From an optimization exercise on the open Yosys and OpenROAD flow, aimed at small area; shortcuts taken in it are not production practice. Where RTL was checked, it was by simulation tests only, not by an equivalence proof against the original. No functional check of the RTL was part of run 2. No activity file was given, so power comes from the tool's default toggle rates.

==> flow/design.v, too long to show whole: its modules and the start of the top module <==
// module voice: 114 lines
// module mixtree: 7157 lines
// module synth_top: 399 lines
module synth_top (
   input  logic        clk_100mhz,
   input  logic        sys_rst,
   input  logic [7:0]  keys,
   output logic        spk,
   output logic [15:0] audio_sample,
   output logic [7:0]  active_voices
);
  // ...
==> flow/flow/run.sh <==
#!/bin/bash
# Layout flow: the standard flow, except that synthesis maps the
# logic with an area-oriented ABC script (flow/abc_area2.script) instead
# of the speed script. The registers must come out exactly as the
# standard synthesis makes them; if they do not, the standard synthesis
# is used instead. Every tool's output goes to a log file in this folder.
set -uo pipefail
HERE=$PWD
R=$HERE/orfs/results/$FLOW_PLATFORM/synth_top/base

bash standard.sh synth > std_synth.log 2>&1 || { echo "standard synthesis failed"; exit 1; }
cp "$R/1_2_yosys.v" "$HERE/ref_1_2_yosys.v"

# 2. the same synthesis with the area ABC script
sed "s|log_cmd abc {\*}\$abc_args|log_cmd abc {*}[lreplace \$abc_args 1 1 $HERE/flow/abc_area2.script]|" \
   "$FLOW_HOME/scripts/synth.tcl" > "$HERE/area_synth_core.tcl"
if ! grep -q "abc_area2.script" "$HERE/area_synth_core.tcl"; then
   echo "could not patch synth.tcl; keeping the standard synthesis" > area_synth.log
else
   sed "s|source \$::env(SCRIPTS_DIR)/synth.tcl|source $HERE/area_synth_core.tcl|" \
      "$HERE/synth_recipe.tcl" > "$HERE/area_synth.tcl"
   mkdir -p "$HERE/std_results"
   cp -p "$R"/1_* "$HERE/std_results/"
   rm -f "$R/1_2_yosys.v" "$R/1_2_yosys.sdc" "$R/1_synth.odb" "$R/1_synth.sdc"
   if bash standard.sh SYNTH_SCRIPT="$HERE/area_synth.tcl" synth > area_synth.log 2>&1 \
      && python3 "$HERE/flow/same_regs.py" "$HERE/ref_1_2_yosys.v" "$R/1_2_yosys.v" > same_regs.log 2>&1; then
      echo "using the area synthesis" >> area_synth.log
   else
      echo "registers differ or synthesis failed; restoring the standard synthesis" >> area_synth.log
      rm -f "$R"/1_*
      cp -p "$HERE/std_results/"1_* "$R/"
   fi
fi

# 3. the rest of the standard flow
bash standard.sh finish > std_finish.log 2>&1 || { echo "layout failed"; exit 1; }
==> flow/flow/abc_area2.script <==
&get -n
&st
&dch
&nf -R 1000
&st
&syn2
&dch
&nf -R 1000
&put
topo
stime -c
==> flow/flow/same_regs.py <==
# exit 0 if two gate-level netlists hold the same registers: same
# instance names, each of the same cell type
import re, sys

def regs(path):
    text = open(path).read()
    out = {}
    for cell, name in re.findall(r'^\s*(sky130_fd_sc_hd__\w*df\w*)\s+(\S+)\s*\(', text, re.M):
        out[name] = cell
    return out

a, b = regs(sys.argv[1]), regs(sys.argv[2])
print(len(a), "registers in the reference,", len(b), "in the area synthesis")
if a != b:
    for k in sorted(set(a) | set(b)):
        if a.get(k) != b.get(k):
            print("differs:", k, a.get(k), b.get(k))
    sys.exit(1)
print("same registers")
==> flow/standard.sh <==
#!/bin/bash
# synth_recipe.tcl (not shown) runs the flow's synth.tcl, then flattens the netlist and writes it again
# the make line also repeats each setting of config.mk as NAME=value (left out here)
make -C /OpenROAD-flow-scripts/flow DESIGN_CONFIG=/design/flow/config.mk WORK_HOME=/design/flow/orfs CLKGATE_MAP_FILE= SYNTH_SCRIPT=/design/flow/synth_recipe.tcl "${@:-finish}"
==> flow/config.mk <==
export PLATFORM = sky130hd
export DESIGN_NAME = synth_top
export DESIGN_NICKNAME = synth_top
export VERILOG_FILES = /design/flow/design.v
export SDC_FILE = /design/flow/constraint.sdc
export NUM_CORES = 4
export LEC_CHECK = 0
export CAP_MARGIN = 0
export CORE_MARGIN = 2
export CORE_UTILIZATION = 55
export CTS_BUF_LIST = sky130_fd_sc_hd__clkbuf_16
export CTS_CLUSTER_DIAMETER = 100
export CTS_CLUSTER_SIZE = 20
export SLEW_MARGIN = 0
==> flow/constraint.sdc <==
create_clock -name core_clock -period 10.0 [get_ports {clk_100mhz}]
set_input_delay 2.0000 -clock core_clock [delete_from_list [all_inputs] [get_ports {clk_100mhz}]]
set_output_delay 2.0000 -clock core_clock [all_outputs]
set_load 0.01 [all_outputs]
==> summary.txt, run 1 <==
Delay-heaviest family, CP = adder cells
CTS H-Tree Depth = 2
Clk Latency, worst-skew pair = 0.68 ns
Multiplexer area fraction after synthesis = 0.00980
Placed instance count = 9131
Xor/xnor share of the synthesized area = 0.129
Crit path largest cell delay = 0.53 ns
Sw Ratio = 0.306
Filler cells = 11.7k
Async S/R FF share, synth = 0
WL met1 = 93.7 mm
Static Leakage = 24.4 nW
Seq cells post-synth = 755
Outcome = finished clean
Syn_nets = 8734
CTS sink cnt = 755
Post-DP HPWL = 184 mm
Slew Viols, Final = 0
Hold worst-path end = d4[8]$_DFF_P_
Simple logic cell fraction of the synthesized area = 0.101
Internal power = 4.73 mW
RSZ-0062 raised after global routing = false
Main flop type after synthesis = dfxtp_1
Final Instance Area = 81300 µm²
WL met2 = 106 mm
Top power group = registers
Top-area cell type share of the netlist area = 0.358
Crit path max fanout = 16
Tcrit/Tclk final = 0.943
Worst path required time = 10.63 ns
Pre-antenna DRT Iters = 6
Min Hold Slack = 0.330 ns
Routability cong. = 1.11
Die Area = 139000 µm²
Syn-to-layout area delta = 8.49%
Drt total wl = 237 mm
Worst Setup EP = ra_q[2]$_DFF_P_
Vias in the first global route = 57.3k
Die height = 373 µm
I/O Pins = 35
Initial DRC count = 5225
==> module voice, before the edit <==
module voice #(
   parameter int TW = 11237,
   parameter int TZ = 0
) (
   input  logic        clk_100mhz,
   input  logic        sys_rst,
   input  logic        gate,
   output logic        act,
   output logic [15:0] e,
   output logic [6:0]  one,
   output logic [6:0]  two,
   output logic [6:0]  neg
);
   localparam logic [31:0] PEAK  = 32'h8888_0000;
   localparam logic [31:0] SUS   = 32'h0800_0000;
   localparam logic [31:0] ASTEP = 32'd2290615;
   localparam logic [31:0] DSTEP = 32'd3593995;
   localparam logic [31:0] RSTEP = 32'd5726536;
   logic [1:0]  st;
   logic [31:0] lv;
   logic [31:0] k, sum;
   logic        att, dec, rel, idl, hit, hold;
   assign idl = st == 2'b00;
   assign att = st == 2'b01;
   assign dec = st == 2'b11;
   assign rel = st == 2'b10;
   assign hold = rel ? gate : !gate;
   always_comb begin
      if (hold | idl) k = 32'd0;
      else if (att)   k = ASTEP;
      else if (dec)   k = -DSTEP;
      else            k = -RSTEP;
   end
   logic [23:0] cy;
   assign cy[0] = 1'b0;
   for (genvar i = 0; i < 23; i++) begin : g_add
      assign {cy[i+1], sum[i]} = {1'b0, lv[i]} + {1'b0, k[i]} + {1'b0, cy[i]};
   end
   logic inc, dcr;
   logic [32:23] all1, all0;
   assign inc      = cy[23] & ~k[31];
   assign dcr      = ~cy[23] & k[31];
   assign all1[23] = 1'b1;
   assign all0[23] = 1'b1;
   for (genvar i = 23; i < 32; i++) begin : g_hi
      assign all1[i+1] = all1[i] & lv[i];
      assign all0[i+1] = all0[i] & ~lv[i];
      assign sum[i]    = lv[i] ^ ((inc & all1[i]) | (dcr & all0[i]));
   end
   always_comb begin
      if (att)      hit = lv[31] & lv[27] & (lv[23:0] >= 24'h650C49);
      else if (dec) hit = (lv[31:28] == 4'd0) & (lv[26:0] <= 27'h036D70B);
      else          hit = (lv[31:23] == 9'd0) & (lv[22:0] <= 23'h576048);
   end
   always_ff @(posedge clk_100mhz) begin
      if (sys_rst)                  st <= 2'b00;
      else if (gate & (idl | rel))  st <= 2'b01;
      else if (!gate & (att | dec)) st <= 2'b10;
      else if (hit & att)           st <= 2'b11;
      else if (hit & rel)           st <= 2'b00;
   end
   always_ff @(posedge clk_100mhz) begin
      if (idl | (hit & rel & !gate)) lv <= '0;
      else if (hit & att & gate)     lv <= PEAK;
      else if (hit & dec & gate)     lv <= SUS;
      else                           lv <= sum;
   end
   assign e   = lv[31:16];
   assign act = !idl;
   localparam logic [31:0] T = TW;
   logic [31:TZ] ph, phn;
   logic [32:TZ] c;
   assign c[TZ] = 1'b0;
   for (genvar i = TZ; i < 32; i++) begin : g_ph
      if (T[i]) begin : g1
         assign phn[i]  = ~(ph[i] ^ c[i]);
         assign c[i+1]  = ph[i] | c[i];
      end else begin : g0
         assign phn[i]  = ph[i] ^ c[i];
         assign c[i+1]  = ph[i] & c[i];
      end
   end
   logic        pinc;
   logic [12:0] p, pn, d;
   logic [13:0] cp;
   assign pinc  = c[24];
   assign d     = {{6{ph[30]}}, ph[30], ~ph[29:24], 1'b1};
   assign cp[0] = 1'b0;
   for (genvar i = 0; i < 13; i++) begin : g_p
      assign {cp[i+1], pn[i]} = {1'b0, p[i]} + {1'b0, d[i]} + {1'b0, cp[i]};
   end
   always_ff @(posedge clk_100mhz) begin
      if (idl) begin
         ph <= '0;
         p  <= '0;
      end else begin
         ph <= phn;
         if (pinc) p <= pn;
      end
   end
   logic [14:0] b;
   assign b = {1'b0, p, 1'b0};
   for (genvar k = 0; k < 7; k++) begin : g_d
      if (k < 6) begin : g_full
         assign one[k] = b[2*k+1] ^ b[2*k];
         assign two[k] = (b[2*k+2] & ~b[2*k+1] & ~b[2*k]) | (~b[2*k+2] & b[2*k+1] & b[2*k]);
         assign neg[k] = b[2*k+2] ^ ph[31];
      end else begin : g_top
         assign one[k] = b[2*k+1] | b[2*k];
         assign two[k] = 1'b0;
         assign neg[k] = ph[31];
      end
   end
endmodule
==> module synth_top, before the edit <==
module synth_top (
   input  logic        clk_100mhz,
   input  logic        sys_rst,
   input  logic [7:0]  keys,
   output logic        spk,
   output logic [15:0] audio_sample,
   output logic [7:0]  active_voices
);
   logic [7:0] gate;
   always_ff @(posedge clk_100mhz) begin
      if (sys_rst) gate <= '0;
      else         gate <= keys;
   end
   logic [7:0] act;
   logic [15:0] e0;
   logic [6:0]  bo0, bt0, bn0;
   voice #(.TW(11237), .TZ(0)) u_v0 (
      .clk_100mhz (clk_100mhz), .sys_rst (sys_rst), .gate (gate[0]),
      .act (act[0]), .e (e0), .one (bo0), .two (bt0), .neg (bn0));
   logic [15:0] e1;
   logic [6:0]  bo1, bt1, bn1;
   voice #(.TW(12613), .TZ(0)) u_v1 (
      .clk_100mhz (clk_100mhz), .sys_rst (sys_rst), .gate (gate[1]),
      .act (act[1]), .e (e1), .one (bo1), .two (bt1), .neg (bn1));
   logic [15:0] e2;
   logic [6:0]  bo2, bt2, bn2;
   voice #(.TW(14157), .TZ(0)) u_v2 (
      .clk_100mhz (clk_100mhz), .sys_rst (sys_rst), .gate (gate[2]),
      .act (act[2]), .e (e2), .one (bo2), .two (bt2), .neg (bn2));
   logic [15:0] e3;
   logic [6:0]  bo3, bt3, bn3;
   voice #(.TW(14999), .TZ(0)) u_v3 (
      .clk_100mhz (clk_100mhz), .sys_rst (sys_rst), .gate (gate[3]),
      .act (act[3]), .e (e3), .one (bo3), .two (bt3), .neg (bn3));
   logic [15:0] e4;
   logic [6:0]  bo4, bt4, bn4;
   voice #(.TW(16836), .TZ(2)) u_v4 (
      .clk_100mhz (clk_100mhz), .sys_rst (sys_rst), .gate (gate[4]),
      .act (act[4]), .e (e4), .one (bo4), .two (bt4), .neg (bn4));
   logic [15:0] e5;
   logic [6:0]  bo5, bt5, bn5;
   voice #(.TW(18898), .TZ(1)) u_v5 (
      .clk_100mhz (clk_100mhz), .sys_rst (sys_rst), .gate (gate[5]),
      .act (act[5]), .e (e5), .one (bo5), .two (bt5), .neg (bn5));
   logic [15:0] e6;
   logic [6:0]  bo6, bt6, bn6;
   voice #(.TW(21212), .TZ(2)) u_v6 (
      .clk_100mhz (clk_100mhz), .sys_rst (sys_rst), .gate (gate[6]),
      .act (act[6]), .e (e6), .one (bo6), .two (bt6), .neg (bn6));
   logic [15:0] e7;
   logic [6:0]  bo7, bt7, bn7;
   voice #(.TW(22474), .TZ(1)) u_v7 (
      .clk_100mhz (clk_100mhz), .sys_rst (sys_rst), .gate (gate[7]),
      .act (act[7]), .e (e7), .one (bo7), .two (bt7), .neg (bn7));
   assign active_voices = act;
   logic [17:0] ra_c, rb_c;
   mixtree u_tree (
      .e0(e0), .e1(e1), .e2(e2), .e3(e3), .e4(e4), .e5(e5), .e6(e6), .e7(e7),
      .bo0(bo0), .bo1(bo1), .bo2(bo2), .bo3(bo3), .bo4(bo4), .bo5(bo5), .bo6(bo6), .bo7(bo7),
      .bt0(bt0), .bt1(bt1), .bt2(bt2), .bt3(bt3), .bt4(bt4), .bt5(bt5), .bt6(bt6), .bt7(bt7),
      .bn0(bn0), .bn1(bn1), .bn2(bn2), .bn3(bn3), .bn4(bn4), .bn5(bn5), .bn6(bn6), .bn7(bn7),
      .ra_c(ra_c), .rb_c(rb_c));
   logic [17:0] ra_q, rb_q;
   logic [3:0]  cnt_q, cnt_q2;
   always_ff @(posedge clk_100mhz) begin
      ra_q  <= ra_c;
      rb_q  <= rb_c;
      cnt_q <= 4'($countones(act));
   end
   logic [17:0] tsum, tq;
   logic [18:0] tcy;
   assign tcy[0] = 1'b0;
   for (genvar i = 0; i < 18; i++) begin : g_t
      assign {tcy[i+1], tsum[i]} = {1'b0, ra_q[i]} + {1'b0, rb_q[i]} + {1'b0, tcy[i]};
   end
   always_ff @(posedge clk_100mhz) begin
      tq     <= tsum;
      cnt_q2 <= cnt_q;
   end
   logic n1, n2, n3, n34, n35, n56, n5678, n6, n7;
   assign n1    = cnt_q2 == 4'd1;
   assign n2    = cnt_q2 == 4'd2;
   assign n3    = cnt_q2 == 4'd3;
   assign n34   = cnt_q2 == 4'd3 || cnt_q2 == 4'd4;
   assign n35   = cnt_q2 == 4'd3 || cnt_q2 == 4'd5;
   assign n56   = cnt_q2 == 4'd5 || cnt_q2 == 4'd6;
   assign n5678 = cnt_q2 >= 4'd5 && cnt_q2 <= 4'd8;
   assign n6    = cnt_q2 == 4'd6;
   assign n7    = cnt_q2 == 4'd7;
   logic [23:0] xa, xb, norm;
   logic s_0;
   logic s_1;
   logic s_2;
   logic s_3;
   logic s_4;
   logic s_5;
   logic s_6;
   logic s_7;
   logic s_8;
   logic s_9;
   logic s_10;
   logic s_11;
   logic s_12;
   logic s_13;
   logic s_14;
   logic s_15;
   logic s_16;
   logic s_17;
   logic s_18;
   logic s_19;
   logic s_20;
   logic s_21;
   logic s_22;
   logic s_23;
   logic s_24;
   logic s_25;
   logic s_26;
   logic s_27;
   logic s_28;
   logic s_29;
   logic s_30;
   logic s_31;
   logic s_32;
   logic s_33;
   logic s_34;
   logic s_35;
   logic s_36;
   logic s_37;
   logic s_38;
   logic s_39;
   logic s_40;
   logic s_41;
   logic s_42;
   logic s_43;
   logic s_44;
   logic s_45;
   logic s_46;
   logic s_47;
   logic s_48;
   logic s_49;
   logic s_50;
   logic s_51;
   logic s_52;
   logic s_53;
   logic s_54;
   logic s_55;
   logic s_56;
   logic s_57;
   logic s_58;
   logic s_59;
   logic s_60;
   logic s_61;
   logic s_62;
   logic s_63;
   logic s_64;
   logic s_65;
   logic s_66;
   logic s_67;
   logic s_68;
   logic s_69;
   logic s_70;
   logic s_71;
   logic s_72;
   logic s_73;
   logic s_74;
   logic s_75;
   logic s_76;
   logic s_77;
   logic s_78;
   logic s_79;
   logic s_80;
   logic s_81;
   logic s_82;
   logic s_83;
   logic s_84;
   logic s_85;
   logic s_86;
   logic s_87;
   logic s_88;
   logic s_89;
   logic s_90;
   logic s_91;
   logic s_92;
   logic s_93;
   logic s_94;
   logic s_95;
   logic s_96;
   logic s_97;
   logic s_98;
   logic s_99;
   logic s_100;
   logic s_101;
   logic s_102;
   logic s_103;
   logic s_104;
   logic s_105;
   logic s_106;
   logic s_107;
   logic s_108;
   logic s_109;
   logic s_110;
   logic s_111;
   logic s_112;
   logic s_113;
   logic s_114;
   logic s_115;
   logic s_116;
   logic s_117;
   logic s_118;
   logic s_119;
   logic s_120;
   logic s_121;
   logic s_122;
   logic s_123;
   logic s_124;
   logic s_125;
   logic s_126;
   logic s_127;
   logic s_128;
   logic s_129;
   logic s_130;
   logic s_131;
   logic s_132;
   logic s_133;
   logic s_134;
   logic s_135;
   logic s_136;
   logic s_137;
   logic s_138;
   logic s_139;
   logic s_140;
   logic s_141;
   logic s_142;
   logic s_143;
   logic s_144;
   logic s_145;
   logic s_146;
   logic s_147;
   logic s_148;
   logic s_149;
   logic s_150;
   logic s_151;
   logic s_152;
   logic s_153;
   logic s_154;
   logic s_155;
   logic s_156;
   logic s_157;
   assign s_0 = (n1 & ~tq[0]);
   assign s_1 = n35 & tq[0];
   assign s_2 = (n1 & ~tq[1]);
   assign s_3 = (n56 & tq[0]);
   assign s_4 = n35 & tq[1];
   assign s_5 = (n1 & ~tq[2]) | (n7 & tq[0]);
   assign s_6 = (n3 & tq[0]) | (n56 & tq[1]);
   assign s_7 = n35 & tq[2];
   assign s_8 = (n1 & ~tq[3]) | (n6 & tq[0]) | (n7 & tq[1]);
   assign s_9 = (n3 & tq[1]) | (n56 & tq[2]);
   assign s_10 = n35 & tq[3];
   assign s_11 = (n1 & ~tq[4]) | (n35 & tq[0]) | (n6 & tq[1]) | (n7 & tq[2]);
   assign s_12 = (n3 & tq[2]) | (n56 & tq[3]);
   assign s_13 = n35 & tq[4];
   assign s_14 = (n5678 & tq[0]);
   assign s_15 = (n1 & ~tq[5]) | (n35 & tq[1]) | (n6 & tq[2]) | (n7 & tq[3]);
   assign s_16 = (n3 & tq[3]) | (n56 & tq[4]);
   assign s_17 = n35 & tq[5];
   assign s_18 = (n34 & tq[0]) | (n5678 & tq[1]);
   assign s_19 = (n1 & ~tq[6]) | (n35 & tq[2]) | (n6 & tq[3]) | (n7 & tq[4]);
   assign s_20 = (n3 & tq[4]) | (n56 & tq[5]);
   assign s_21 = n35 & tq[6];
   assign s_22 = (n2 & tq[0]) | (n34 & tq[1]) | (n5678 & tq[2]);
   assign s_23 = (n1 & ~tq[7]) | (n35 & tq[3]) | (n6 & tq[4]) | (n7 & tq[5]);
   assign s_24 = (n3 & tq[5]) | (n56 & tq[6]);
   assign s_25 = n35 & tq[7];
   assign s_26 = (n1 & tq[0]) | (n2 & tq[1]) | (n34 & tq[2]) | (n5678 & tq[3]);
   assign s_27 = (n1 & ~tq[8]) | (n35 & tq[4]) | (n6 & tq[5]) | (n7 & tq[6]);
   assign s_28 = (n3 & tq[6]) | (n56 & tq[7]);
   assign s_29 = n35 & tq[8];
   assign s_30 = (n1 & tq[1]) | (n2 & tq[2]) | (n34 & tq[3]) | (n5678 & tq[4]);
   assign s_31 = (n1 & ~tq[9]) | (n35 & tq[5]) | (n6 & tq[6]) | (n7 & tq[7]);
   assign s_32 = (n3 & tq[7]) | (n56 & tq[8]);
   assign s_33 = n35 & tq[9];
   assign s_34 = (n1 & tq[2]) | (n2 & tq[3]) | (n34 & tq[4]) | (n5678 & tq[5]);
   assign s_35 = (n1 & ~tq[10]) | (n35 & tq[6]) | (n6 & tq[7]) | (n7 & tq[8]);
   assign s_36 = (n3 & tq[8]) | (n56 & tq[9]);
   assign s_37 = n35 & tq[10];
   assign s_38 = (n1 & tq[3]) | (n2 & tq[4]) | (n34 & tq[5]) | (n5678 & tq[6]);
   assign s_39 = (n1 & ~tq[11]) | (n35 & tq[7]) | (n6 & tq[8]) | (n7 & tq[9]);
   assign s_40 = (n3 & tq[9]) | (n56 & tq[10]);
   assign s_41 = n35 & tq[11];
   assign s_42 = (n1 & tq[4]) | (n2 & tq[5]) | (n34 & tq[6]) | (n5678 & tq[7]);
   assign s_43 = (n1 & ~tq[12]) | (n35 & tq[8]) | (n6 & tq[9]) | (n7 & tq[10]);
   assign s_44 = (n3 & tq[10]) | (n56 & tq[11]);
   assign s_45 = n35 & tq[12];
   assign s_46 = (n1 & tq[5]) | (n2 & tq[6]) | (n34 & tq[7]) | (n5678 & tq[8]);
   assign s_47 = (n1 & ~tq[13]) | (n35 & tq[9]) | (n6 & tq[10]) | (n7 & tq[11]);
   assign s_48 = (n3 & tq[11]) | (n56 & tq[12]);
   assign s_49 = n35 & tq[13];
   assign s_50 = (n1 & tq[6]) | (n2 & tq[7]) | (n34 & tq[8]) | (n5678 & tq[9]);
   assign s_51 = (n1 & ~tq[14]) | (n35 & tq[10]) | (n6 & tq[11]) | (n7 & tq[12]);
   assign s_52 = (n3 & tq[12]) | (n56 & tq[13]);
   assign s_53 = n35 & tq[14];
   assign s_54 = (n1 & tq[7]) | (n2 & tq[8]) | (n34 & tq[9]) | (n5678 & tq[10]);
   assign s_55 = (n1 & ~tq[15]) | (n35 & tq[11]) | (n6 & tq[12]) | (n7 & tq[13]);
   assign s_56 = (n3 & tq[13]) | (n56 & tq[14]);
   assign s_57 = n35 & tq[15];
   assign s_58 = (n1 & tq[8]) | (n2 & tq[9]) | (n34 & tq[10]) | (n5678 & tq[11]);
   assign s_59 = (n1 & ~tq[16]) | (n35 & tq[12]) | (n6 & tq[13]) | (n7 & tq[14]);
   assign s_60 = (n3 & tq[14]) | (n56 & tq[15]);
   assign s_61 = n35 & tq[16];
   assign s_62 = (n1 & tq[9]) | (n2 & tq[10]) | (n34 & tq[11]) | (n5678 & tq[12]);
   assign s_63 = (n1 & ~tq[17]) | (n35 & tq[13]) | (n6 & tq[14]) | (n7 & tq[15]);
   assign s_64 = (n3 & tq[15]) | (n56 & tq[16]);
   assign s_65 = n35 & tq[17];
   assign s_66 = (n1 & tq[10]) | (n2 & tq[11]) | (n34 & tq[12]) | (n5678 & tq[13]);
   assign s_67 = n1 | (n35 & tq[14]) | (n6 & tq[15]) | (n7 & tq[16]);
   assign s_68 = (n3 & tq[16]) | (n56 & tq[17]);
   assign s_69 = (n1 & tq[11]) | (n2 & tq[12]) | (n34 & tq[13]) | (n5678 & tq[14]);
   assign s_70 = n1 | (n35 & tq[15]) | (n6 & tq[16]) | (n7 & tq[17]);
   assign s_71 = (n3 & tq[17]);
   assign s_72 = (n1 & tq[12]) | (n2 & tq[13]) | (n34 & tq[14]) | (n5678 & tq[15]);
   assign s_73 = n1 | (n35 & tq[16]) | (n6 & tq[17]);
   assign s_74 = (n1 & tq[13]) | (n2 & tq[14]) | (n34 & tq[15]) | (n5678 & tq[16]);
   assign s_75 = n1 | (n35 & tq[17]);
   assign s_76 = (n1 & tq[14]) | (n2 & tq[15]) | (n34 & tq[16]) | (n5678 & tq[17]);
   assign s_77 = n1;
   assign s_78 = (n1 & tq[15]) | (n2 & tq[16]) | (n34 & tq[17]);
   assign s_79 = n1;
   assign {s_81, s_80} = {1'b0, n1} + {1'b0, s_0} + {1'b0, s_1};
   assign {s_83, s_82} = {1'b0, s_2} + {1'b0, s_3} + {1'b0, s_4};
   assign {s_85, s_84} = {1'b0, s_5} + {1'b0, s_6} + {1'b0, s_7};
   assign {s_87, s_86} = {1'b0, s_10} + {1'b0, s_8} + {1'b0, s_9};
   assign {s_89, s_88} = {1'b0, s_11} + {1'b0, s_12} + {1'b0, s_13};
   assign {s_91, s_90} = {1'b0, s_14} + {1'b0, s_15} + {1'b0, s_16};
   assign {s_93, s_92} = {1'b0, s_17} + {1'b0, s_89} + {1'b0, s_90};
   assign {s_95, s_94} = {1'b0, s_18} + {1'b0, s_19} + {1'b0, s_20};
   assign {s_97, s_96} = {1'b0, s_21} + {1'b0, s_91} + {1'b0, s_94};
   assign {s_99, s_98} = {1'b0, s_22} + {1'b0, s_23} + {1'b0, s_24};
   assign {s_101, s_100} = {1'b0, s_25} + {1'b0, s_95} + {1'b0, s_98};
   assign {s_103, s_102} = {1'b0, s_26} + {1'b0, s_27} + {1'b0, s_28};
   assign {s_105, s_104} = {1'b0, s_29} + {1'b0, s_102} + {1'b0, s_99};
   assign {s_107, s_106} = {1'b0, s_30} + {1'b0, s_31} + {1'b0, s_32};
   assign {s_109, s_108} = {1'b0, s_33} + {1'b0, s_103} + {1'b0, s_106};
   assign {s_111, s_110} = {1'b0, s_34} + {1'b0, s_35} + {1'b0, s_36};
   assign {s_113, s_112} = {1'b0, s_37} + {1'b0, s_107} + {1'b0, s_110};
   assign {s_115, s_114} = {1'b0, s_38} + {1'b0, s_39} + {1'b0, s_40};
   assign {s_117, s_116} = {1'b0, s_41} + {1'b0, s_111} + {1'b0, s_114};
   assign {s_119, s_118} = {1'b0, s_42} + {1'b0, s_43} + {1'b0, s_44};
   assign {s_121, s_120} = {1'b0, s_45} + {1'b0, s_115} + {1'b0, s_118};
   assign {s_123, s_122} = {1'b0, s_46} + {1'b0, s_47} + {1'b0, s_48};
   assign {s_125, s_124} = {1'b0, s_49} + {1'b0, s_119} + {1'b0, s_122};
   assign {s_127, s_126} = {1'b0, s_50} + {1'b0, s_51} + {1'b0, s_52};
   assign {s_129, s_128} = {1'b0, s_53} + {1'b0, s_123} + {1'b0, s_126};
   assign {s_131, s_130} = {1'b0, s_54} + {1'b0, s_55} + {1'b0, s_56};
   assign {s_133, s_132} = {1'b0, s_57} + {1'b0, s_127} + {1'b0, s_130};
   assign {s_135, s_134} = {1'b0, s_58} + {1'b0, s_59} + {1'b0, s_60};
   assign {s_137, s_136} = {1'b0, s_61} + {1'b0, s_131} + {1'b0, s_134};
   assign {s_139, s_138} = {1'b0, s_62} + {1'b0, s_63} + {1'b0, s_64};
   assign {s_141, s_140} = {1'b0, s_65} + {1'b0, s_135} + {1'b0, s_138};
   assign {s_143, s_142} = {1'b0, s_66} + {1'b0, s_67} + {1'b0, s_68};
   assign {s_145, s_144} = {1'b0, s_139} + {1'b0, s_142} + {1'b0, s_141};
   assign {s_147, s_146} = {1'b0, s_69} + {1'b0, s_70} + {1'b0, s_71};
   assign {s_149, s_148} = {1'b0, s_143} + {1'b0, s_146} + {1'b0, s_145};
   assign {s_151, s_150} = {1'b0, s_72} + {1'b0, s_73} + {1'b0, s_147};
   assign {s_153, s_152} = {1'b0, s_74} + {1'b0, s_75} + {1'b0, s_151};
   assign {s_155, s_154} = {1'b0, s_76} + {1'b0, s_77} + {1'b0, s_153};
   assign {s_157, s_156} = {1'b0, s_78} + {1'b0, s_79} + {1'b0, s_155};
   assign xa = {s_156, s_154, s_152, s_150, s_148, s_144, s_137, s_133, s_129, s_125, s_121, s_117, s_113, s_109, s_105, s_101, s_100, s_93, s_92, s_87, s_85, s_83, s_81, s_80};
   assign xb = {1'b0, 1'b0, 1'b0, s_149, 1'b0, 1'b0, s_140, s_136, s_132, s_128, s_124, s_120, s_116, s_112, s_108, s_104, s_97, s_96, 1'b0, s_88, s_86, s_84, s_82, 1'b0};
   assign norm = xa + xb;
   logic [15:0] d3, d4;
   logic [2:0]  rc;
   always_ff @(posedge clk_100mhz) begin
      d3 <= norm[23:8];
      d4 <= d3;
      if (sys_rst) begin
         rc           <= 3'd4;
         audio_sample <= '0;
      end else begin
         rc           <= (rc != 3'd0) ? rc - 3'd1 : 3'd0;
         audio_sample <= (rc != 3'd0) ? 16'd0 : d4;
      end
   end
   logic [15:0] acc, accn;
   logic [16:0] acy;
   assign acy[0] = 1'b0;
   for (genvar i = 0; i < 16; i++) begin : g_acc
      assign {acy[i+1], accn[i]} = {1'b0, acc[i]} + {1'b0, audio_sample[i]} + {1'b0, acy[i]};
   end
   always_ff @(posedge clk_100mhz) begin
      if (sys_rst) begin
         acc <= '0;
         spk <= 1'b0;
      end else begin
         acc <= accn;
         spk <= acy[16];
      end
   end
endmodule
==> run 2, diff against run 1 <==
--- a/flow/design.v
+++ b/flow/design.v
@@ -86,3 +86,3 @@
    logic [13:0] cp;
-   assign pinc  = c[24];
+   assign pinc  = ph[23:TZ] >= 24'((32'h1000000 - TW) >> TZ);
    assign d     = {{6{ph[30]}}, ph[30], ~ph[29:24], 1'b1};
@@ -115,9 +115,58 @@
 endmodule
-module mixtree (
-   input  logic [15:0] e0, e1, e2, e3, e4, e5, e6, e7,
-   input  logic [6:0]  bo0, bo1, bo2, bo3, bo4, bo5, bo6, bo7,
-   input  logic [6:0]  bt0, bt1, bt2, bt3, bt4, bt5, bt6, bt7,
-   input  logic [6:0]  bn0, bn1, bn2, bn3, bn4, bn5, bn6, bn7,
-   output logic [17:0] ra_c, rb_c
+module synth_top (
+   input  logic        clk_100mhz,
+   input  logic        sys_rst,
+   input  logic [7:0]  keys,
+   output logic        spk,
+   output logic [15:0] audio_sample,
+   output logic [7:0]  active_voices
 );
+   logic [7:0] gate;
+   always_ff @(posedge clk_100mhz) begin
+      if (sys_rst) gate <= '0;
+      else         gate <= keys;
+   end
+   logic [7:0] act;
+   logic [15:0] e0;
+   logic [6:0]  bo0, bt0, bn0;
+   voice #(.TW(11237), .TZ(0)) u_v0 (
+      .clk_100mhz (clk_100mhz), .sys_rst (sys_rst), .gate (gate[0]),
+      .act (act[0]), .e (e0), .one (bo0), .two (bt0), .neg (bn0));
+   logic [15:0] e1;
+   logic [6:0]  bo1, bt1, bn1;
+   voice #(.TW(12613), .TZ(0)) u_v1 (
+      .clk_100mhz (clk_100mhz), .sys_rst (sys_rst), .gate (gate[1]),
+      .act (act[1]), .e (e1), .one (bo1), .two (bt1), .neg (bn1));
+   logic [15:0] e2;
+   logic [6:0]  bo2, bt2, bn2;
+   voice #(.TW(14157), .TZ(0)) u_v2 (
+      .clk_100mhz (clk_100mhz), .sys_rst (sys_rst), .gate (gate[2]),
+      .act (act[2]), .e (e2), .one (bo2), .two (bt2), .neg (bn2));
+   logic [15:0] e3;
+   logic [6:0]  bo3, bt3, bn3;
+   voice #(.TW(14999), .TZ(0)) u_v3 (
+      .clk_100mhz (clk_100mhz), .sys_rst (sys_rst), .gate (gate[3]),
+      .act (act[3]), .e (e3), .one (bo3), .two (bt3), .neg (bn3));
+   logic [15:0] e4;
+   logic [6:0]  bo4, bt4, bn4;
+   voice #(.TW(16836), .TZ(2)) u_v4 (
+      .clk_100mhz (clk_100mhz), .sys_rst (sys_rst), .gate (gate[4]),
+      .act (act[4]), .e (e4), .one (bo4), .two (bt4), .neg (bn4));
+   logic [15:0] e5;
+   logic [6:0]  bo5, bt5, bn5;
+   voice #(.TW(18898), .TZ(1)) u_v5 (
+      .clk_100mhz (clk_100mhz), .sys_rst (sys_rst), .gate (gate[5]),
+      .act (act[5]), .e (e5), .one (bo5), .two (bt5), .neg (bn5));
+   logic [15:0] e6;
+   logic [6:0]  bo6, bt6, bn6;
+   voice #(.TW(21212), .TZ(2)) u_v6 (
+      .clk_100mhz (clk_100mhz), .sys_rst (sys_rst), .gate (gate[6]),
+      .act (act[6]), .e (e6), .one (bo6), .two (bt6), .neg (bn6));
+   logic [15:0] e7;
+   logic [6:0]  bo7, bt7, bn7;
+   voice #(.TW(22474), .TZ(1)) u_v7 (
+      .clk_100mhz (clk_100mhz), .sys_rst (sys_rst), .gate (gate[7]),
+      .act (act[7]), .e (e7), .one (bo7), .two (bt7), .neg (bn7));
+   assign active_voices = act;
+   logic [17:0] ra_c, rb_c;
    logic t_0;
@@ -7271,65 +7320,2 @@
    assign rb_c = {1'b0, t_4079, 1'b0, t_4011, 1'b0, t_3903, 1'b0, t_3763, 1'b0, t_3591, 1'b0, 1'b0, t_3275, t_3274, t_3035, 1'b0, 1'b0, t_2788};
-endmodule
-module synth_top (
-   input  logic        clk_100mhz,
-   input  logic        sys_rst,
-   input  logic [7:0]  keys,
-   output logic        spk,
-   output logic [15:0] audio_sample,
-   output logic [7:0]  active_voices
-);
-   logic [7:0] gate;
-   always_ff @(posedge clk_100mhz) begin
-      if (sys_rst) gate <= '0;
-      else         gate <= keys;
-   end
-   logic [7:0] act;
-   logic [15:0] e0;
-   logic [6:0]  bo0, bt0, bn0;
-   voice #(.TW(11237), .TZ(0)) u_v0 (
-      .clk_100mhz (clk_100mhz), .sys_rst (sys_rst), .gate (gate[0]),
-      .act (act[0]), .e (e0), .one (bo0), .two (bt0), .neg (bn0));
-   logic [15:0] e1;
-   logic [6:0]  bo1, bt1, bn1;
-   voice #(.TW(12613), .TZ(0)) u_v1 (
-      .clk_100mhz (clk_100mhz), .sys_rst (sys_rst), .gate (gate[1]),
-      .act (act[1]), .e (e1), .one (bo1), .two (bt1), .neg (bn1));
-   logic [15:0] e2;
-   logic [6:0]  bo2, bt2, bn2;
-   voice #(.TW(14157), .TZ(0)) u_v2 (
-      .clk_100mhz (clk_100mhz), .sys_rst (sys_rst), .gate (gate[2]),
-      .act (act[2]), .e (e2), .one (bo2), .two (bt2), .neg (bn2));
-   logic [15:0] e3;
-   logic [6:0]  bo3, bt3, bn3;
-   voice #(.TW(14999), .TZ(0)) u_v3 (
-      .clk_100mhz (clk_100mhz), .sys_rst (sys_rst), .gate (gate[3]),
-      .act (act[3]), .e (e3), .one (bo3), .two (bt3), .neg (bn3));
-   logic [15:0] e4;
-   logic [6:0]  bo4, bt4, bn4;
-   voice #(.TW(16836), .TZ(2)) u_v4 (
-      .clk_100mhz (clk_100mhz), .sys_rst (sys_rst), .gate (gate[4]),
-      .act (act[4]), .e (e4), .one (bo4), .two (bt4), .neg (bn4));
-   logic [15:0] e5;
-   logic [6:0]  bo5, bt5, bn5;
-   voice #(.TW(18898), .TZ(1)) u_v5 (
-      .clk_100mhz (clk_100mhz), .sys_rst (sys_rst), .gate (gate[5]),
-      .act (act[5]), .e (e5), .one (bo5), .two (bt5), .neg (bn5));
-   logic [15:0] e6;
-   logic [6:0]  bo6, bt6, bn6;
-   voice #(.TW(21212), .TZ(2)) u_v6 (
-      .clk_100mhz (clk_100mhz), .sys_rst (sys_rst), .gate (gate[6]),
-      .act (act[6]), .e (e6), .one (bo6), .two (bt6), .neg (bn6));
-   logic [15:0] e7;
-   logic [6:0]  bo7, bt7, bn7;
-   voice #(.TW(22474), .TZ(1)) u_v7 (
-      .clk_100mhz (clk_100mhz), .sys_rst (sys_rst), .gate (gate[7]),
-      .act (act[7]), .e (e7), .one (bo7), .two (bt7), .neg (bn7));
-   assign active_voices = act;
-   logic [17:0] ra_c, rb_c;
-   mixtree u_tree (
-      .e0(e0), .e1(e1), .e2(e2), .e3(e3), .e4(e4), .e5(e5), .e6(e6), .e7(e7),
-      .bo0(bo0), .bo1(bo1), .bo2(bo2), .bo3(bo3), .bo4(bo4), .bo5(bo5), .bo6(bo6), .bo7(bo7),
-      .bt0(bt0), .bt1(bt1), .bt2(bt2), .bt3(bt3), .bt4(bt4), .bt5(bt5), .bt6(bt6), .bt7(bt7),
-      .bn0(bn0), .bn1(bn1), .bn2(bn2), .bn3(bn3), .bn4(bn4), .bn5(bn5), .bn6(bn6), .bn7(bn7),
-      .ra_c(ra_c), .rb_c(rb_c));
    logic [17:0] ra_q, rb_q;
==> flow/run.sh (new file) <==
#!/bin/bash
# synth_recipe.tcl (not shown) runs the flow's synth.tcl, then flattens the netlist and writes it again
# the make line also repeats each setting of config.mk as NAME=value (left out here)
make -C /OpenROAD-flow-scripts/flow DESIGN_CONFIG=/design/flow/config.mk WORK_HOME=/design/flow/orfs CLKGATE_MAP_FILE= SYNTH_SCRIPT=/design/flow/synth_recipe.tcl finish
==> flow/config.mk (replaced) <==
export PLATFORM = sky130hd
export DESIGN_NAME = synth_top
export DESIGN_NICKNAME = synth_top
export VERILOG_FILES = /design/flow/design.v
export SDC_FILE = /design/flow/constraint.sdc
export NUM_CORES = 4
export LEC_CHECK = 0
export CAP_MARGIN = 20
export CORE_MARGIN = 2
export CORE_UTILIZATION = 40
export SLEW_MARGIN = 20
export SYNTH_HIERARCHICAL = 1
removed: flow/flow/run.sh
removed: flow/flow/abc_area2.script
removed: flow/flow/same_regs.py
removed: flow/standard.sh
==> summary.txt, run 2 <==
Outcome = finished clean
Hold_buf cts = 0
Final total power = 8.54 mW
Mapped Area = 81900 µm²
Die Area = 208000 µm² (+50%)
WL met2 = 118 mm (+12%)
Placement Rows = 166
Peak VDD IR = 0.138 mV
CTS H-Tree Depth = 3 (+1)
Worst path required time = 10.71 ns (+0.08 ns)
Die height = 456 µm (+22%)
Final Instance Count excl. Fillers = 10.6k
Max Cap Viol = 0
Rel. slew slack = 0.203
Power per cell area = 97.7 nW/µm²
Logic gate share of total power = 0.197
Clk Latency, worst-skew pair = 0.78 ns (+0.10 ns)
Sw Ratio = 0.305 (-0.000642)
# DRC = 0
Clk_skew = 0.0538 ns
Core area = 204000 µm²
First-pass GRT wire length = 400 mm
Vias = 60.2k
Slew Viols, Final = 0 (unchanged)
RSZ-0062 raised after global routing = false
CTS sink cnt = 755 (unchanged)
Synth warn = 15
DR WL met3 = 27.5 mm
Largest net degree at the start of global routing = 49
Initial Util = 0.401
Post-DP HPWL = 204 mm (+11%)
Mapped Cells = 8178
Ratio of cells with drive above 1 in the final layout = 0.0807
Die X = 456 µm
WL/cell = 25.0 µm
Delay-heaviest family, CP = adder cells
Crit path largest cell delay = 0.69 ns (+0.16 ns)
Crit path max fanout = 7 (-9)
Critical Path AT = 10.07 ns
Hold Fails Final Rpt = 0
Slew @ Worst Pin = 1.19 ns
Syn_nets = 9852 (+13%)
Final Setup Violations = 0
GRT Util Overall = 0.254
Crit path top cell by count = fa_1
Internal power = 5.94 mW (+25%)
Pre-CTS WS = 0.374 ns
Setup TNS = 0 ns
Routability cong. = 1.05 (-4.8%)
Net Sw Power = 2.61 mW
Most common cell after layout, fill and taps aside = fa_1
Port Buffers = 34
Min Hold Slack = 0.326 ns (-0.00478 ns)
Worst hold path class = reg -> reg
Placed instance count = 10.4k (+14%)
Via density = 5.67
Total grt overflow = 0
Clock buffer depth = 3
Fmax = 0.107 GHz
Syn-to-layout area delta = 6.83%
Min cycle time layout = 9.36 ns
Tcrit/Tclk final = 0.936 (-0.00691)
Seq pwr share = 0.393
CTS tree = done
Pre-antenna DRT Iters = 9 (+3)
Clock transition at path regs = 0.06 ns
Root Buffer = clkbuf_16
Initial antenna violation count = 5
Static Leakage = 29.0 nW (+19%)
Vias in the first global route = 61.9k (+8.1%)
Worst Setup Path Type = reg -> reg
CP max-delay cell = or4b_2
Remaining antenna violation count after routing = 0
Crit end category = register
Buf+Inv Stages, Crit Path = 14
Max layer used = met5
Drt total wl = 265 mm (+12%)
CTS Buf Count = 92
Setup ws final = 0.636 ns
Final Net Count = 9511
Average size of a mapped cell = 10.0 µm²
Startpoint types = register
Clock Power Share = 0.410
Most frequent cells in the layout = 1337 x fa_1, 915 x xnor2_1, 850 x inv_1
Initial DRC count = 6114 (+17%)
I/O Pins = 35 (unchanged)
WL met1 = 105 mm (+12%)
-- run 2: per-layer routing --
layer | up-vias | global-route usage
li1 | 26100 | -
met1 | 30500 | 0.327
met2 | 2921 | 0.394
met3 | 671 | 0.0718
met4 | 6 | 0.116
met5 | - | 0
-- run 2: path summary, 6_finish.rpt --
kind	slack, ns	depth (start not counted)	end	start
worst max-delay path	0.64	45	u_v5.lv[31]$_SDFF_PP0_	gate[5]$_SDFF_PP0_
worst min-delay path	0.33	0	d4[1]$_DFF_P_	d3[1]$_DFF_P_
worst max register to register	0.64	45	u_v5.lv[31]$_SDFF_PP0_	gate[5]$_SDFF_PP0_
worst min register to register	0.33	0	d4[1]$_DFF_P_	d3[1]$_DFF_P_
-- run 2: cell type report --
class                   count  area, µm²
diodes                      3       7.51
clock buffers             130       2640
clock inverters            37        556
fillers                 19600     117000
inverters                 897       3370
multi-input cells        5801      60100
flip-flops and latches    755      15100
well taps                2688       3360
repair buffers            290       2260
-- run 2: worst reg2reg max path, delay by kind of cell, from the launching register on --
kind                       cells  cell delay (ns)
adders and majority gates     23             6.21
xor gates and xnor gates       1             0.15
DFF                            1             0.35
AOI/OAI and AO/OA              2             0.31
and+or+nand+nor                5             1.31
buffers and inverters         14             0.95
-- run 2: metrics by stage --
step,util,instance area (µm²)
floorplan,-,81900
global placement,0.413,84100
detailed placement,0.413,84200
CTS,0.428,87400
global route,0.429,87400
finish,0.429,87500
-- run 2: power groups by stage --
stage	Combinational (mW)	Clock, mW	Sequential [mW]
after global routing	1.93	3.73	3.38
after global placement	1.65	0	3.41
after detailed placement	1.69	0	3.42
after CTS	1.70	3.61	3.36
final	1.68	3.50	3.36
after floorplan	1.34	0	3.31
-- run 2: timing repair --
item	in CTS	in global routing
endpoints found under the setup margin	0	5
setup buffers	0	0
gates resized for setup	0	14
==> run 3, diff against run 2 <==
--- a/flow/design.v
+++ b/flow/design.v
@@ -86,3 +86,3 @@
    logic [13:0] cp;
-   assign pinc  = ph[23:TZ] >= 24'((32'h1000000 - TW) >> TZ);
+   assign pinc  = c[24];
    assign d     = {{6{ph[30]}}, ph[30], ~ph[29:24], 1'b1};
@@ -115,58 +115,9 @@
 endmodule
-module synth_top (
-   input  logic        clk_100mhz,
-   input  logic        sys_rst,
-   input  logic [7:0]  keys,
-   output logic        spk,
-   output logic [15:0] audio_sample,
-   output logic [7:0]  active_voices
+module mixtree (
+   input  logic [15:0] e0, e1, e2, e3, e4, e5, e6, e7,
+   input  logic [6:0]  bo0, bo1, bo2, bo3, bo4, bo5, bo6, bo7,
+   input  logic [6:0]  bt0, bt1, bt2, bt3, bt4, bt5, bt6, bt7,
+   input  logic [6:0]  bn0, bn1, bn2, bn3, bn4, bn5, bn6, bn7,
+   output logic [17:0] ra_c, rb_c
 );
-   logic [7:0] gate;
-   always_ff @(posedge clk_100mhz) begin
-      if (sys_rst) gate <= '0;
-      else         gate <= keys;
-   end
-   logic [7:0] act;
-   logic [15:0] e0;
-   logic [6:0]  bo0, bt0, bn0;
-   voice #(.TW(11237), .TZ(0)) u_v0 (
-      .clk_100mhz (clk_100mhz), .sys_rst (sys_rst), .gate (gate[0]),
-      .act (act[0]), .e (e0), .one (bo0), .two (bt0), .neg (bn0));
-   logic [15:0] e1;
-   logic [6:0]  bo1, bt1, bn1;
-   voice #(.TW(12613), .TZ(0)) u_v1 (
-      .clk_100mhz (clk_100mhz), .sys_rst (sys_rst), .gate (gate[1]),
-      .act (act[1]), .e (e1), .one (bo1), .two (bt1), .neg (bn1));
-   logic [15:0] e2;
-   logic [6:0]  bo2, bt2, bn2;
-   voice #(.TW(14157), .TZ(0)) u_v2 (
-      .clk_100mhz (clk_100mhz), .sys_rst (sys_rst), .gate (gate[2]),
-      .act (act[2]), .e (e2), .one (bo2), .two (bt2), .neg (bn2));
-   logic [15:0] e3;
-   logic [6:0]  bo3, bt3, bn3;
-   voice #(.TW(14999), .TZ(0)) u_v3 (
-      .clk_100mhz (clk_100mhz), .sys_rst (sys_rst), .gate (gate[3]),
-      .act (act[3]), .e (e3), .one (bo3), .two (bt3), .neg (bn3));
-   logic [15:0] e4;
-   logic [6:0]  bo4, bt4, bn4;
-   voice #(.TW(16836), .TZ(2)) u_v4 (
-      .clk_100mhz (clk_100mhz), .sys_rst (sys_rst), .gate (gate[4]),
-      .act (act[4]), .e (e4), .one (bo4), .two (bt4), .neg (bn4));
-   logic [15:0] e5;
-   logic [6:0]  bo5, bt5, bn5;
-   voice #(.TW(18898), .TZ(1)) u_v5 (
-      .clk_100mhz (clk_100mhz), .sys_rst (sys_rst), .gate (gate[5]),
-      .act (act[5]), .e (e5), .one (bo5), .two (bt5), .neg (bn5));
-   logic [15:0] e6;
-   logic [6:0]  bo6, bt6, bn6;
-   voice #(.TW(21212), .TZ(2)) u_v6 (
-      .clk_100mhz (clk_100mhz), .sys_rst (sys_rst), .gate (gate[6]),
-      .act (act[6]), .e (e6), .one (bo6), .two (bt6), .neg (bn6));
-   logic [15:0] e7;
-   logic [6:0]  bo7, bt7, bn7;
-   voice #(.TW(22474), .TZ(1)) u_v7 (
-      .clk_100mhz (clk_100mhz), .sys_rst (sys_rst), .gate (gate[7]),
-      .act (act[7]), .e (e7), .one (bo7), .two (bt7), .neg (bn7));
-   assign active_voices = act;
-   logic [17:0] ra_c, rb_c;
    logic t_0;
@@ -7320,2 +7271,65 @@
    assign rb_c = {1'b0, t_4079, 1'b0, t_4011, 1'b0, t_3903, 1'b0, t_3763, 1'b0, t_3591, 1'b0, 1'b0, t_3275, t_3274, t_3035, 1'b0, 1'b0, t_2788};
+endmodule
+module synth_top (
+   input  logic        clk_100mhz,
+   input  logic        sys_rst,
+   input  logic [7:0]  keys,
+   output logic        spk,
+   output logic [15:0] audio_sample,
+   output logic [7:0]  active_voices
+);
+   logic [7:0] gate;
+   always_ff @(posedge clk_100mhz) begin
+      if (sys_rst) gate <= '0;
+      else         gate <= keys;
+   end
+   logic [7:0] act;
+   logic [15:0] e0;
+   logic [6:0]  bo0, bt0, bn0;
+   voice #(.TW(11237), .TZ(0)) u_v0 (
+      .clk_100mhz (clk_100mhz), .sys_rst (sys_rst), .gate (gate[0]),
+      .act (act[0]), .e (e0), .one (bo0), .two (bt0), .neg (bn0));
+   logic [15:0] e1;
+   logic [6:0]  bo1, bt1, bn1;
+   voice #(.TW(12613), .TZ(0)) u_v1 (
+      .clk_100mhz (clk_100mhz), .sys_rst (sys_rst), .gate (gate[1]),
+      .act (act[1]), .e (e1), .one (bo1), .two (bt1), .neg (bn1));
+   logic [15:0] e2;
+   logic [6:0]  bo2, bt2, bn2;
+   voice #(.TW(14157), .TZ(0)) u_v2 (
+      .clk_100mhz (clk_100mhz), .sys_rst (sys_rst), .gate (gate[2]),
+      .act (act[2]), .e (e2), .one (bo2), .two (bt2), .neg (bn2));
+   logic [15:0] e3;
+   logic [6:0]  bo3, bt3, bn3;
+   voice #(.TW(14999), .TZ(0)) u_v3 (
+      .clk_100mhz (clk_100mhz), .sys_rst (sys_rst), .gate (gate[3]),
+      .act (act[3]), .e (e3), .one (bo3), .two (bt3), .neg (bn3));
+   logic [15:0] e4;
+   logic [6:0]  bo4, bt4, bn4;
+   voice #(.TW(16836), .TZ(2)) u_v4 (
+      .clk_100mhz (clk_100mhz), .sys_rst (sys_rst), .gate (gate[4]),
+      .act (act[4]), .e (e4), .one (bo4), .two (bt4), .neg (bn4));
+   logic [15:0] e5;
+   logic [6:0]  bo5, bt5, bn5;
+   voice #(.TW(18898), .TZ(1)) u_v5 (
+      .clk_100mhz (clk_100mhz), .sys_rst (sys_rst), .gate (gate[5]),
+      .act (act[5]), .e (e5), .one (bo5), .two (bt5), .neg (bn5));
+   logic [15:0] e6;
+   logic [6:0]  bo6, bt6, bn6;
+   voice #(.TW(21212), .TZ(2)) u_v6 (
+      .clk_100mhz (clk_100mhz), .sys_rst (sys_rst), .gate (gate[6]),
+      .act (act[6]), .e (e6), .one (bo6), .two (bt6), .neg (bn6));
+   logic [15:0] e7;
+   logic [6:0]  bo7, bt7, bn7;
+   voice #(.TW(22474), .TZ(1)) u_v7 (
+      .clk_100mhz (clk_100mhz), .sys_rst (sys_rst), .gate (gate[7]),
+      .act (act[7]), .e (e7), .one (bo7), .two (bt7), .neg (bn7));
+   assign active_voices = act;
+   logic [17:0] ra_c, rb_c;
+   mixtree u_tree (
+      .e0(e0), .e1(e1), .e2(e2), .e3(e3), .e4(e4), .e5(e5), .e6(e6), .e7(e7),
+      .bo0(bo0), .bo1(bo1), .bo2(bo2), .bo3(bo3), .bo4(bo4), .bo5(bo5), .bo6(bo6), .bo7(bo7),
+      .bt0(bt0), .bt1(bt1), .bt2(bt2), .bt3(bt3), .bt4(bt4), .bt5(bt5), .bt6(bt6), .bt7(bt7),
+      .bn0(bn0), .bn1(bn1), .bn2(bn2), .bn3(bn3), .bn4(bn4), .bn5(bn5), .bn6(bn6), .bn7(bn7),
+      .ra_c(ra_c), .rb_c(rb_c));
    logic [17:0] ra_q, rb_q;
==> flow/flow/run.sh (new file) <==
#!/bin/bash
# Layout flow: the standard flow, except that synthesis maps the
# logic with an area-oriented ABC script (flow/abc_area2.script) instead
# of the speed script. The registers must come out exactly as the
# standard synthesis makes them; if they do not, the standard synthesis
# is used instead. Every tool's output goes to a log file in this folder.
set -uo pipefail
HERE=$PWD
R=$HERE/orfs/results/$FLOW_PLATFORM/synth_top/base

bash standard.sh synth > std_synth.log 2>&1 || { echo "standard synthesis failed"; exit 1; }
cp "$R/1_2_yosys.v" "$HERE/ref_1_2_yosys.v"

# 2. the same synthesis with the area ABC script
sed "s|log_cmd abc {\*}\$abc_args|log_cmd abc {*}[lreplace \$abc_args 1 1 $HERE/flow/abc_area2.script]|" \
   "$FLOW_HOME/scripts/synth.tcl" > "$HERE/area_synth_core.tcl"
if ! grep -q "abc_area2.script" "$HERE/area_synth_core.tcl"; then
   echo "could not patch synth.tcl; keeping the standard synthesis" > area_synth.log
else
   sed "s|source \$::env(SCRIPTS_DIR)/synth.tcl|source $HERE/area_synth_core.tcl|" \
      "$HERE/synth_recipe.tcl" > "$HERE/area_synth.tcl"
   mkdir -p "$HERE/std_results"
   cp -p "$R"/1_* "$HERE/std_results/"
   rm -f "$R/1_2_yosys.v" "$R/1_2_yosys.sdc" "$R/1_synth.odb" "$R/1_synth.sdc"
   if bash standard.sh SYNTH_SCRIPT="$HERE/area_synth.tcl" synth > area_synth.log 2>&1 \
      && python3 "$HERE/flow/same_regs.py" "$HERE/ref_1_2_yosys.v" "$R/1_2_yosys.v" > same_regs.log 2>&1; then
      echo "using the area synthesis" >> area_synth.log
   else
      echo "registers differ or synthesis failed; restoring the standard synthesis" >> area_synth.log
      rm -f "$R"/1_*
      cp -p "$HERE/std_results/"1_* "$R/"
   fi
fi

# 3. drivers of nets with 12 or more loads get the next drive strength
# of the same cell (registers keep their cell type, only stronger), so
# that placement needs fewer buffers on those nets
if python3 flow/upsize.py "$R/1_2_yosys.v" "$HERE/ups_1_2_yosys.v" \
      "$FLOW_HOME/platforms/$FLOW_PLATFORM/lib/sky130_fd_sc_hd__tt_025C_1v80.lib" 12 > upsize.log 2>&1 \
   && python3 flow/same_regs.py --any-drive "$HERE/ref_1_2_yosys.v" "$HERE/ups_1_2_yosys.v" >> upsize.log 2>&1; then
   cp "$HERE/ups_1_2_yosys.v" "$R/1_2_yosys.v"
   rm -f "$R/1_synth.odb" "$R/1_synth.sdc"
   bash standard.sh synth > ups_synth.log 2>&1 || { echo "synth_odb failed"; exit 1; }
   echo "using the upsized netlist" >> upsize.log
else
   echo "upsizing skipped" >> upsize.log
fi

# 4. the rest of the standard flow
bash standard.sh finish > std_finish.log 2>&1 || { echo "layout failed"; exit 1; }
==> flow/flow/abc_area2.script (new file) <==
&get -n
&st
&dch
&nf -R 1000
&st
&syn2
&dch
&nf -R 1000
&put
topo
stime -c
==> flow/flow/same_regs.py (new file) <==
# exit 0 if two gate-level netlists hold the same registers: same
# instance names, each of the same cell type
import re, sys

def regs(path):
    text = open(path).read()
    out = {}
    for cell, name in re.findall(r'^\s*(sky130_fd_sc_hd__\w*df\w*)\s+(\S+)\s*\(', text, re.M):
        out[name] = cell
    return out

any_drive = '--any-drive' in sys.argv
args = [x for x in sys.argv[1:] if x != '--any-drive']
a, b = regs(args[0]), regs(args[1])
if any_drive:
    a = {k: re.sub(r'_\d+$', '', v) for k, v in a.items()}
    b = {k: re.sub(r'_\d+$', '', v) for k, v in b.items()}
print(len(a), "registers in the reference,", len(b), "in the area synthesis")
if a != b:
    for k in sorted(set(a) | set(b)):
        if a.get(k) != b.get(k):
            print("differs:", k, a.get(k), b.get(k))
    sys.exit(1)
print("same registers")
==> flow/flow/upsize.py (new file) <==
# Give the drivers of high-fanout nets a stronger cell of the same
# function (same cell family, drive strength _1 -> _2), so that the
# placer does not have to buffer those nets. Nothing else changes.
import re, sys, collections

src, dst, lib = sys.argv[1], sys.argv[2], sys.argv[3]
MIN_FANOUT = int(sys.argv[4]) if len(sys.argv) > 4 else 12
cells = set(re.findall(r'cell\s*\(\s*"?(sky130_fd_sc_hd__\w+)"?\s*\)', open(lib).read()))
text = open(src).read()
inst_re = re.compile(r'^(\s*)(sky130_fd_sc_hd__\w+)(\s+)(\\\S+\s|\S+)(\s*\()(.*?)\);', re.M | re.S)
pin_re = re.compile(r'\.(\w+)\(\s*(\\\S+\s|[^()\s]+)\s*\)')
OUTS = {'Y', 'X', 'Q', 'SUM', 'COUT', 'HI', 'LO', 'Q_N'}
fanout = collections.Counter()
drv = {}
for m in inst_re.finditer(text):
    for p, n in pin_re.findall(m.group(6)):
        n = n.strip()
        if p in OUTS:
            drv.setdefault(m.group(4).strip(), []).append(n)
        else:
            fanout[n] += 1
swaps = collections.Counter()
def repl(m):
    cell, name = m.group(2), m.group(4).strip()
    fo = max([fanout[n] for n in drv.get(name, [])] + [0])
    if fo >= MIN_FANOUT and cell.endswith('_1'):
        new = cell[:-2] + '_2'
        if new in cells:
            swaps[cell + '->' + new] += 1
            return m.group(1) + new + m.group(3) + m.group(4) + m.group(5) + m.group(6) + ');'
    return m.group(0)
out = inst_re.sub(repl, text)
open(dst, 'w').write(out)
print(sum(swaps.values()), 'cells upsized:', dict(swaps))
==> flow/standard.sh (new file) <==
#!/bin/bash
# synth_recipe.tcl (not shown) runs the flow's synth.tcl, then flattens the netlist and writes it again
# the make line also repeats each setting of config.mk as NAME=value (left out here)
make -C /OpenROAD-flow-scripts/flow DESIGN_CONFIG=/design/flow/config.mk WORK_HOME=/design/flow/orfs CLKGATE_MAP_FILE= SYNTH_SCRIPT=/design/flow/synth_recipe.tcl "${@:-finish}"
--- a/flow/config.mk
+++ b/flow/config.mk
@@ -7,6 +7,8 @@
 export LEC_CHECK = 0
-export CAP_MARGIN = 20
+export CAP_MARGIN = 10
 export CORE_MARGIN = 2
-export CORE_UTILIZATION = 40
-export SLEW_MARGIN = 20
-export SYNTH_HIERARCHICAL = 1
+export CORE_UTILIZATION = 55
+export CTS_BUF_LIST = sky130_fd_sc_hd__clkbuf_16
+export CTS_CLUSTER_DIAMETER = 100
+export CTS_CLUSTER_SIZE = 20
+export SLEW_MARGIN = 10
removed: flow/run.sh
==> summary.txt, run 3 <==
Largest net degree at the start of global routing = 29 (-41%)
Most common cell after layout, fill and taps aside = fa_1
First-pass GRT wire length = 360 mm (-9.9%)
Pre-antenna DRT Iters = 7 (-2)
Average size of a mapped cell = 10.7 µm² (+7.3%)
Clk_skew = 0.0316 ns (-0.0223 ns)
Clock buffer depth = 3 (unchanged)
Power per cell area = 83.8 nW/µm² (-14%)
CTS Buf Count = 48 (-48%)
Setup ws final = 0.421 ns (-0.215 ns)
Placed instance count = 9028 (-13%)
Initial Util = 0.553 (+0.152)
Via density = 6.07 (+7.0%)
Die height = 375 µm (-18%)
CTS tree = done
Worst path required time = 10.63 ns (-0.08 ns)
CTS H-Tree Depth = 2 (-1)
Post-DP HPWL = 182 mm (-10%)
Crit path largest cell delay = 0.55 ns (-0.14 ns)
Reg2reg setup slack = 0.42 ns (-0.21 ns)
Core area = 137000 µm² (-33%)
Die Area = 141000 µm² (-32%)
Root Buffer = clkbuf_16
Clk Latency, worst-skew pair = 0.68 ns (-0.10 ns)
WL/cell = 25.7 µm (+2.9%)
Mapped Area = 75900 µm² (-7.3%)
I/O Pins = 35 (unchanged)
Crit end category = register
Initial antenna violation count = 4 (-1)
Clock transition at path regs = 0.09 ns (+0.03 ns)
Remaining antenna violation count after routing = 0 (unchanged)
Final Setup Violations = 0 (unchanged)
Slew Viols, Final = 0 (unchanged)
# DRC = 0 (unchanged)
DP Area = 79500 µm² (-5.5%)
Sequential cell area = 15300 µm² (+1.1%)
Drt total wl = 234 mm (-12%)
Ratio of cells with drive above 1 in the final layout = 0.0718 (-0.00888)
Initial DRC count = 5539 (-9.4%)
Min cycle time layout = 9.58 ns (+0.215 ns)
Critical Path AT = 10.21 ns (+0.14 ns)
Static Leakage = 23.9 nW (-18%)
Peak VDD IR = 0.139 mV (+0.97%)
Startpoint types = register
Tcrit/Tclk final = 0.958 (+0.0215)
Total grt overflow = 0 (unchanged)
RSZ-0062 raised after global routing = false
Syn_nets = 8734 (-11%)
Slew @ Worst Pin = 1.34 ns (+0.148 ns)
CP max-delay cell = fa_1
Pre-CTS WS = 0.325 ns (-0.0492 ns)
Final Instance Area = 81000 µm² (-7.4%)
Routability cong. = 1.07 (+1.7%)
Hold_buf cts = 0 (unchanged)
Max Cap Viol = 0 (unchanged)
Final Instance Count excl. Fillers = 9096 (-14%)
Vias = 55.2k (-8.2%)
Placement Rows = 136 (-18%)
Most frequent cells in the layout = 1340 x fa_1, 936 x xnor2_1, 742 x a22oi_1
GRT Util Overall = 0.338 (+0.0840)
Die X = 375 µm (-18%)
Outcome = finished clean
Setup TNS = 0 ns (unchanged)
Synth warn = 9 (-6)
Multi-input gate area = 57900 µm² (-3.7%)
Final total power = 6.79 mW (-21%)
Worst Setup Path Type = reg -> reg
Vias in the first global route = 56.9k (-8.1%)
Crit path top cell by count = fa_1
Port Buffers = 34 (unchanged)
Mapped Cells = 7063 (-14%)
Hold Fails Final Rpt = 0 (unchanged)
CTS sink cnt = 755 (unchanged)
Final Util = 0.591 (+0.162)
Crit path max fanout = 16 (+9)
Filler cells = 11.8k (-40%)
Rel. slew slack = 0.105 (-0.0983)
Final Net Count = 8957 (-5.8%)
Min Hold Slack = 0.330 ns (+0.00423 ns)
Syn-to-layout area delta = 6.74% (about the same)
Worst hold path class = reg -> reg
Fmax = 0.104 GHz (-2.2%)
[run 3: cell count changes in the layout (fill, tap and decap cells not counted), sizes merged, moves of 25 or more]
cell / delta
a21oi: -43
clkinv: +705
a21boi: -64
and2: +131
buf: -108
nand4: -29
nand3: -42
clkbuf: -82
nor4: -25
inv: -892
nor2: +123
xnor2: +69
xor2: -91
[run 3: final timing paths]
check                                       startpoint         endpoint  cells after the start
worst max-delay path            u_v3.p[1]$_SDFFE_PP0P_  ra_q[2]$_DFF_P_                     26
worst max register to register  u_v3.p[1]$_SDFFE_PP0P_  ra_q[2]$_DFF_P_                     26
worst min-delay path                     d3[5]$_DFF_P_    d4[5]$_DFF_P_                      0
worst min register to register           d3[5]$_DFF_P_    d4[5]$_DFF_P_                      0
[run 3: power breakdown]
part	total [mW]	switching, mW	internal [mW]
combinational	1.43	0.819	0.613
sequential	3.35	0.151	3.20
clock	2.01	1.11	0.896
[run 3: critical path: cells and delay by family (launching register included)]
| kind | cells | cell delay [ns] |
|---|---|---|
| fa+ha+maj | 15 | 6.89 |
| compound gates | 5 | 1.09 |
| flops | 1 | 0.49 |
| buf+inv | 3 | 0.42 |
| mux | 1 | 0.33 |
| xor+xnor | 1 | 0.19 |
| simple gates | 1 | 0.11 |
[run 3: area by class of cell]
type | instances | share of cell area
multi-input combinational | 5579 | 0.715
inverter | 720 | 0.0336
sequential | 755 | 0.189
clock inverter | 16 | 0.00244
antenna | 2 | 0.0000618
clock buffer | 48 | 0.0148
timing repair buffer | 182 | 0.0179
tap | 1794 | 0.0277
[run 3: layer usage]
| metal | global-route usage | vias up | routed length [µm] |
|---|---|---|---|
| met2 | 0.516 | 2672 | 103000 |
| met1 | 0.462 | 28000 | 94700 |
| met5 | 0.000686 | - | 28 |
| met3 | 0.0682 | 581 | 22100 |
| met4 | 0.161 | 4 | 13400 |
| li1 | - | 24000 | - |
[run 3: timing repair]
item	in CTS	in global routing
gates resized for setup	0	11
setup endpoints to repair	0	5
setup buffers	0	2

afterwards: timing with drivers on the ports:
Ports are ideal in the flow. The routed layouts listed here were re-timed in OpenROAD.
Step 1 sets driving cells, clkbuf_16 on the clock port and buf_2 on the other inputs (assumed; they add their load-dependent delay and slew).
Step 2 also shifts input and output timing later by t, the mid clock arrival at the registers, as if the neighbouring blocks saw the same clock.
Slacks: no drivers / after step 1 / after step 2; pairs: no drivers / after step 1.
run | shift t [ns] | slack for setup (ns) | cell pins on the clock port's net
run 1 | 0.750 | 0.567 / 0.567 / 0.567 | 1
run 2 | 0.845 | 0.636 / 0.636 / 0.636 | 1
run 3 | 0.750 | 0.421 / 0.421 / 0.421 | 1
After both steps setup and hold are still met in every run listed.
